Source: an optimization exercise on an open RTL-to-GDS flow (aim: small area). Production flows keep margins and buffers that such runs may drop.
In this exercise RTL edits were held to simulation tests only and were not proved equivalent to the original.
Power is estimated from default activity; no workload was simulated.

## cluster_centroid_n
module cluster_centroid_n #(
  parameter int IMG_WIDTH    = 640,
  parameter int IMG_HEIGHT   = 480,
  parameter int NUM_CLUSTERS = 3,
  parameter int COLOR_W      = 12,
  parameter int DIST_THRESH  = 64,
  parameter int MIN_COUNT    = 4,
  localparam int XW = $clog2(IMG_WIDTH),
  localparam int YW = $clog2(IMG_HEIGHT),
  localparam int IW = (NUM_CLUSTERS > 1) ? $clog2(NUM_CLUSTERS) : 1
) (
  input  logic                         clk,
  input  logic                         rst,
  input  logic signed [COLOR_W-1:0]    pixel_r,
  input  logic signed [COLOR_W-1:0]    pixel_g,
  input  logic signed [COLOR_W-1:0]    pixel_b,
  input  logic                         pixel_valid,
  input  logic [XW-1:0]                x,
  input  logic [YW-1:0]                y,
  input  logic                         ref_wr_en,
  input  logic [IW-1:0]                ref_wr_idx,
  input  logic signed [COLOR_W-1:0]    ref_wr_r,
  input  logic signed [COLOR_W-1:0]    ref_wr_g,
  input  logic signed [COLOR_W-1:0]    ref_wr_b,
  output logic [NUM_CLUSTERS*XW-1:0]   centroid_x,
  output logic [NUM_CLUSTERS*YW-1:0]   centroid_y,
  output logic [NUM_CLUSTERS-1:0]      found,
  output logic                         frame_done,
  output logic                         busy,
  output logic                         overrun
);
  localparam int CW    = $clog2(IMG_WIDTH * IMG_HEIGHT + 1);
  localparam int SUM_W = $clog2(IMG_WIDTH * IMG_WIDTH * IMG_HEIGHT);
  localparam int SW    = $clog2(2 * NUM_CLUSTERS + 1);
  localparam int BW    = $clog2(SUM_W);
  localparam int NDIV  = 2 * NUM_CLUSTERS;
  localparam int CH_W  = NDIV * SUM_W;            
  localparam logic [SW-1:0] LOAD_SEL = SW'(NDIV);
  localparam logic [BW-1:0] LAST_BIT = BW'(SUM_W - 1);
  function automatic logic [7:0] chan_dist(
    input logic [COLOR_W-1:0] a,
    input logic [COLOR_W-1:0] b
  );
    logic [6:0] u;
    logic [5:0] xu;
    logic c, cx, x0, x1, xm1, hz, hm;
    c = 1'b0;
    for (int i = 0; i < 7; i++) begin
      logic ai;
      ai = ~a[i];
  ...
For scale: about 2800 cells after synthesis, about 670 flip-flops, about 160 I/O pins, about 31000 um2 of cells after synthesis.
Settings: LEC_CHECK=0, CAP_MARGIN=20, CORE_MARGIN=2, CORE_UTILIZATION=50, CTS_CLUSTER_DIAMETER=90, CTS_CLUSTER_SIZE=26, GPL_TIMING_DRIVEN=0, SLEW_MARGIN=20; clock period 8.0 ns.
standard.sh (not shown) runs the stock make flow with config.mk's settings and CLKGATE_MAP_FILE= SYNTH_SCRIPT=/design/flow/synth_recipe.tcl, a recipe that flattens the netlist after the stock synthesis.
==> flow/flow/run.sh <==
#!/bin/bash
# The standard layout, with the smallest buffer on the input and output ports.
set -euo pipefail
export BUFFER_PORTS_ARGS="-buffer_cell sky130_fd_sc_hd__buf_1"
bash standard.sh > flow_make.log 2>&1
Then changed:
CORE_UTILIZATION = 60   (was 50)
CTS_CLUSTER_DIAMETER = 60   (was 90)
CTS_CLUSTER_SIZE = 30   (was 26)
PLACE_DENSITY = 0.8   (was default)
Result: Final area went up by about 1.6%. Wire length went down by about 3%. Combinational power climbs by about 4%.
Then changed:
CTS_CLUSTER_DIAMETER = 90   (was 60)
CTS_CLUSTER_SIZE = 26   (was 30)
The changed run completed without violations.
Power fell by 7.8%.
Combinational power hardly moves.
Clock-buffer cell count drops by 11.
Register-to-register slack improves by 0.03 ns.
Global-route usage shrinks by 0.46 points.
Sequential power stays flat.
Die area does not change.
Via count shrinks by about 0.7%.
Maximum frequency hardly moves.

* * *

cluster_centroid_n again, from the RTL that the note above started with.
==> flow/design.v (excerpt) <==
module cluster_centroid_n #(
  parameter int IMG_WIDTH    = 640,
  parameter int IMG_HEIGHT   = 480,
  parameter int NUM_CLUSTERS = 3,
  parameter int COLOR_W      = 12,
  parameter int DIST_THRESH  = 64,
  parameter int MIN_COUNT    = 4,
  localparam int XW = $clog2(IMG_WIDTH),
  localparam int YW = $clog2(IMG_HEIGHT),
  localparam int IW = (NUM_CLUSTERS > 1) ? $clog2(NUM_CLUSTERS) : 1
) (
  input  logic                         clk,
  input  logic                         rst,
  input  logic signed [COLOR_W-1:0]    pixel_r,
  input  logic signed [COLOR_W-1:0]    pixel_g,
  input  logic signed [COLOR_W-1:0]    pixel_b,
  input  logic                         pixel_valid,
  input  logic [XW-1:0]                x,
  input  logic [YW-1:0]                y,
  input  logic                         ref_wr_en,
  input  logic [IW-1:0]                ref_wr_idx,
  input  logic signed [COLOR_W-1:0]    ref_wr_r,
  input  logic signed [COLOR_W-1:0]    ref_wr_g,
  input  logic signed [COLOR_W-1:0]    ref_wr_b,
  output logic [NUM_CLUSTERS*XW-1:0]   centroid_x,
  output logic [NUM_CLUSTERS*YW-1:0]   centroid_y,
  output logic [NUM_CLUSTERS-1:0]      found,
  output logic                         frame_done,
  output logic                         busy,
  output logic                         overrun
);
Settings: LEC_CHECK=0, CAP_MARGIN=20, CORE_MARGIN=2, CORE_UTILIZATION=70, CTS_CLUSTER_DIAMETER=90, CTS_CLUSTER_SIZE=26, GPL_TIMING_DRIVEN=0, SLEW_MARGIN=20; clock period 8.0 ns.
Scripts as last shown in full above: flow/flow/run.sh
The first run finished clean.
Then changed:
Settings changed: CORE_UTILIZATION 70 to 60, CTS_CLUSTER_DIAMETER 90 to 70, CTS_CLUSTER_SIZE 26 to 28.
After rerunning: The new run completed with no timing, DRC or antenna violations. Routed wire length goes up by 1.5%. Global-route usage decreases by 3.8 points. Cell count came out higher by 3.1%. Worst hold slack gains 26 ps.
Then changed:
Settings changed: CTS_CLUSTER_DIAMETER 70 to 50, CTS_CLUSTER_SIZE 28 to 36, PLACE_DENSITY set to 0.8.
Outcome: The new run finished clean. Wire length stays flat. Total power is higher by a few percent. Cell area is higher slightly. Setup slack improves by 81 ps. Maximum frequency is higher slightly. Via count is higher slightly.
Then changed:
Settings changed: CTS_CLUSTER_DIAMETER 50 to 90, CTS_CLUSTER_SIZE 36 to 26, PLACE_DENSITY 0.8 to not set.
Power went down by 8.0%; maximum frequency stays flat; worst hold slack loses 87 ps; worst setup slack hardly moves; final area went down by about 2.3%; register-to-register slack is about the same; routed wire length hardly moves; synthesized area stays the same; utilization went down by 1.6 points; cell count went down by about 1.4%; clock skew went down by 21 ps.

* * *

build 63:
cluster_centroid_n, a different RTL version from the one above (not shown whole).
clock: 8.0 ns
lec_check: 0
cap_margin: 30
core_margin: 2
core_utilization: 75
cts_cluster_diameter: 100
cts_cluster_size: 24
gpl_timing_driven: 0
slew_margin: 30
==> flow/flow/run.sh <==
#!/bin/bash
# The standard synthesis; then two rewrites of the gate netlist that keep
# its function and its registers: each 2:1 multiplexer cell becomes the
# smaller AND-OR cell of the same function (muxopt.py), and each full adder is
# set in the polarity that needs the fewest inverters (polopt.py); then the standard flow's
# standard layout, with the smallest buffer on the ports and power recovery
# (downsizing gates off the critical paths) after global routing.
# Every tool writes its full output to a log file in this folder.
set -euo pipefail
export BUFFER_PORTS_ARGS="-buffer_cell sky130_fd_sc_hd__buf_1"
export RECOVER_POWER=100
R="$PWD/orfs/results/${FLOW_PLATFORM}/cluster_centroid_n/base"
bash standard.sh "$R/1_2_yosys.v" > flow_synth.log 2>&1
cp "$R/1_2_yosys.v" "$R/1_2_yosys.std.v"
python3 flow/muxopt.py "$R/1_2_yosys.std.v" "$R/1_2_yosys.mux.v" > flow_muxopt.log 2>&1
python3 flow/polopt.py "$R/1_2_yosys.mux.v" "$R/1_2_yosys.pol.v" > flow_polopt.log 2>&1
mv "$R/1_2_yosys.pol.v" "$R/1_2_yosys.v"
bash standard.sh > flow_make.log 2>&1
Other scripts of this flow, unchanged in this note and not shown: flow/flow/muxopt.py, flow/flow/polopt.py
Build 63 finished all stages; the layout is clean.
For build 28, these inputs were changed with respect to build 63:
diff --git a/flow/config.mk b/flow/config.mk
--- a/flow/config.mk
+++ b/flow/config.mk
@@ -9,6 +9,7 @@
 export CORE_MARGIN = 2
-export CORE_UTILIZATION = 75
-export CTS_CLUSTER_DIAMETER = 100
-export CTS_CLUSTER_SIZE = 24
+export CORE_UTILIZATION = 70
+export CTS_CLUSTER_DIAMETER = 90
+export CTS_CLUSTER_SIZE = 26
 export GPL_TIMING_DRIVEN = 0
+export PLACE_DENSITY = 0.8
 export SLEW_MARGIN = 30
## What came out
Non-clock buffer count in build 28 is 3 lower than in build 63. Build 28 has largest stage delay on the critical path below what build 63 had. Route | build 28 vs build 63 | wire shorter in build 28. Count of clock-net buffers in the final layout: build 28 < build 63. Relative to build 63, via count has decreased by 1.3% in build 28. Changes observed in build 28 relative to build 63: part of the power in combinational logic lower, core utilization lower, share of total power in sequential cells higher.
Changes in build 54 relative to build 28:
diff --git a/flow/config.mk b/flow/config.mk
--- a/flow/config.mk
+++ b/flow/config.mk
@@ -13,3 +13,2 @@
 export GPL_TIMING_DRIVEN = 0
-export PLACE_DENSITY = 0.8
 export SLEW_MARGIN = 30
### Flow results
Build 54 and build 28 all finish clean. Comparing build 54 and build 28, shortest clock period the worst path allows after layout is lower on build 54. Between build 28 and build 54, the share of the clock period used by the worst path does not differ in any meaningful way. Build 54 gives less first-pass GRT wire length than build 28 did. Looking at non-clock buffer count, build 54 sits 0.37% above build 28. Lower routed wire length goes to build 28 over build 54.
## Diff of input files: build 11 against build 54
diff --git a/flow/config.mk b/flow/config.mk
--- a/flow/config.mk
+++ b/flow/config.mk
@@ -7,3 +7,3 @@
 export LEC_CHECK = 0
-export CAP_MARGIN = 30
+export CAP_MARGIN = 40
 export CORE_MARGIN = 2
@@ -13,2 +13,2 @@
 export GPL_TIMING_DRIVEN = 0
-export SLEW_MARGIN = 30
+export SLEW_MARGIN = 40
Results
- Detailed-route via count: build 11 vs build 54 up about 0.43%
- Reported for build 11 and build 54, number of instances on the worst hold path turned out identical to the last digit.
- Build 11 and build 54 ended up with nearly the same placed wire-length estimate.
- Pre-CTS worst setup slack (higher): build 54
- The share of layout cells above drive strength 1 of build 54 and that of build 11 are within noise of each other.
- Changes observed in build 11 relative to build 54: post-layout worst setup margin held steady; instance area after placement barely changed; met1 routed wirelength after detailed routing went up; worst hold slack roughly the same.

* * *

cluster_centroid_n with an RTL version that a note above also has.
Size in the first run: about 2800 cells after synthesis, roughly 160 I/O pins, ~31000 um^2 of cells after synthesis.
Design cluster_centroid_n, start of the top module:
module cluster_centroid_n #(
  parameter int IMG_WIDTH    = 640,
  parameter int IMG_HEIGHT   = 480,
  parameter int NUM_CLUSTERS = 3,
  parameter int COLOR_W      = 12,
  parameter int DIST_THRESH  = 64,
  parameter int MIN_COUNT    = 4,
  localparam int XW = $clog2(IMG_WIDTH),
  localparam int YW = $clog2(IMG_HEIGHT),
  localparam int IW = (NUM_CLUSTERS > 1) ? $clog2(NUM_CLUSTERS) : 1
) (
  input  logic                         clk,
  input  logic                         rst,
  input  logic signed [COLOR_W-1:0]    pixel_r,
  input  logic signed [COLOR_W-1:0]    pixel_g,
  input  logic signed [COLOR_W-1:0]    pixel_b,
  input  logic                         pixel_valid,
  input  logic [XW-1:0]                x,
  input  logic [YW-1:0]                y,
  input  logic                         ref_wr_en,
  input  logic [IW-1:0]                ref_wr_idx,
  input  logic signed [COLOR_W-1:0]    ref_wr_r,
  input  logic signed [COLOR_W-1:0]    ref_wr_g,
  input  logic signed [COLOR_W-1:0]    ref_wr_b,
  output logic [NUM_CLUSTERS*XW-1:0]   centroid_x,
  output logic [NUM_CLUSTERS*YW-1:0]   centroid_y,
  output logic [NUM_CLUSTERS-1:0]      found,
  output logic                         frame_done,
  output logic                         busy,
  output logic                         overrun
);
  localparam int CW    = $clog2(IMG_WIDTH * IMG_HEIGHT + 1);
  localparam int SUM_W = $clog2(IMG_WIDTH * IMG_WIDTH * IMG_HEIGHT);
  localparam int SW    = $clog2(2 * NUM_CLUSTERS + 1);
  localparam int BW    = $clog2(SUM_W);
  localparam int NDIV  = 2 * NUM_CLUSTERS;
  localparam int CH_W  = NDIV * SUM_W;            
  localparam logic [SW-1:0] LOAD_SEL = SW'(NDIV);
  localparam logic [BW-1:0] LAST_BIT = BW'(SUM_W - 1);
  function automatic logic [7:0] chan_dist(
    input logic [COLOR_W-1:0] a,
    input logic [COLOR_W-1:0] b
  );
    logic [6:0] u;
    logic [5:0] xu;
    logic c, cx, x0, x1, xm1, hz, hm;
    c = 1'b0;
    for (int i = 0; i < 7; i++) begin
  ...
Settings: LEC_CHECK=0, CAP_MARGIN=20, CORE_MARGIN=2, CORE_UTILIZATION=60, CTS_BUF_LIST=sky130_fd_sc_hd__clkbuf_8 sky130_fd_sc_hd__clkbuf_16, CTS_CLUSTER_DIAMETER=90, CTS_CLUSTER_SIZE=26, GPL_TIMING_DRIVEN=0, SLEW_MARGIN=20; clock period 8.0 ns.
==> flow/flow/run.sh <==
#!/bin/bash
# The standard layout, with the smallest buffer on the input and output ports.
set -euo pipefail
export BUFFER_PORTS_ARGS="-buffer_cell sky130_fd_sc_hd__buf_1"
bash standard.sh > flow_make.log 2>&1
Then changed:
==> flow/flow/run.sh (replaced) <==
#!/bin/bash
# The standard layout, with the smallest buffer on the input and output ports
# and the synthesis buffers taken out before placement.
set -euo pipefail
export BUFFER_PORTS_ARGS="-buffer_cell sky130_fd_sc_hd__buf_1"
export REMOVE_ABC_BUFFERS=1
bash standard.sh > flow_make.log 2>&1
--- a/flow/config.mk
+++ b/flow/config.mk
@@ -9,5 +9,4 @@
 export CORE_MARGIN = 2
 export CORE_UTILIZATION = 60
-export CTS_BUF_LIST = sky130_fd_sc_hd__clkbuf_8 sky130_fd_sc_hd__clkbuf_16
 export CTS_CLUSTER_DIAMETER = 90
 export CTS_CLUSTER_SIZE = 26
=> Synthesized area is unchanged; design area increases by 0.69%; via count decreases by about 3.5%; non-clock buffer count decreases by 49; critical path depth is unchanged; global-route usage decreases by 3.6 points; combinational power decreases by about 1%; die area stays the same; flip-flop and latch count does not change; worst hold slack gets better by 0.010 ns.

-- re-timing with driven ports --
In the flow no input, the clock included, has a driving cell. The finished layouts below were timed again as built, in two steps. Step 1: set_driving_cell puts a clkbuf_16 on clk and a buf_2 on each other input, an assumption about the parent block. Step 2 times the ports against the registers' clock, not the clock port: input delays grow and output delays shrink by t, the midpoint of the rising clock arrivals with the driver on. Three values: ideal ports, drivers, drivers and shift; two values: the first two.
| run | t, ns | setup slack, ns | hold WS [ns] |
|---|---|---|---|
| the first run of note 1 | 0.683 | 0.281 / 0.281 / -0.350 | 0.335 / 0.335 / 0.335 |
| the second run of note 1 | 0.674 | 0.293 / 0.320 / -0.346 | 0.429 / 0.429 / 0.429 |
| the third run of note 1 | 0.672 | 0.293 / 0.323 / -0.349 | 0.398 / 0.398 / 0.398 |
| the first run of note 2 | 0.677 | 0.246 / 0.246 / -0.369 | 0.329 / 0.329 / 0.329 |
| the second run of note 2 | 0.657 | 0.187 / 0.220 / -0.437 | 0.354 / 0.354 / 0.354 |
| the third run of note 2 | 0.689 | 0.268 / 0.304 / -0.385 | 0.446 / 0.446 / 0.446 |
| the fourth run of note 2 | 0.638 | 0.271 / 0.304 / -0.334 | 0.359 / 0.359 / 0.359 |
| build 63 | 0.665 | 0.176 / 0.197 / -0.468 | 0.353 / 0.353 / 0.353 |
| build 28 | 0.653 | 0.233 / 0.265 / -0.388 | 0.340 / 0.340 / 0.340 |
| build 54 | 0.657 | 0.239 / 0.274 / -0.382 | 0.337 / 0.337 / 0.337 |
| build 11 | 0.653 | 0.240 / 0.277 / -0.376 | 0.337 / 0.337 / 0.337 |
| the first run of note 4 | 0.637 | 0.261 / 0.294 / -0.343 | 0.360 / 0.360 / 0.360 |
| the second run of note 4 | 0.625 | 0.239 / 0.274 / -0.351 | 0.370 / 0.370 / 0.370 |
With both steps, setup timing fails in every run listed, where it was met with ideal ports. For the third run of note 2, which loses most, drivers alone change the setup slack by +0.036 ns; drivers and shift together by -0.653 ns.
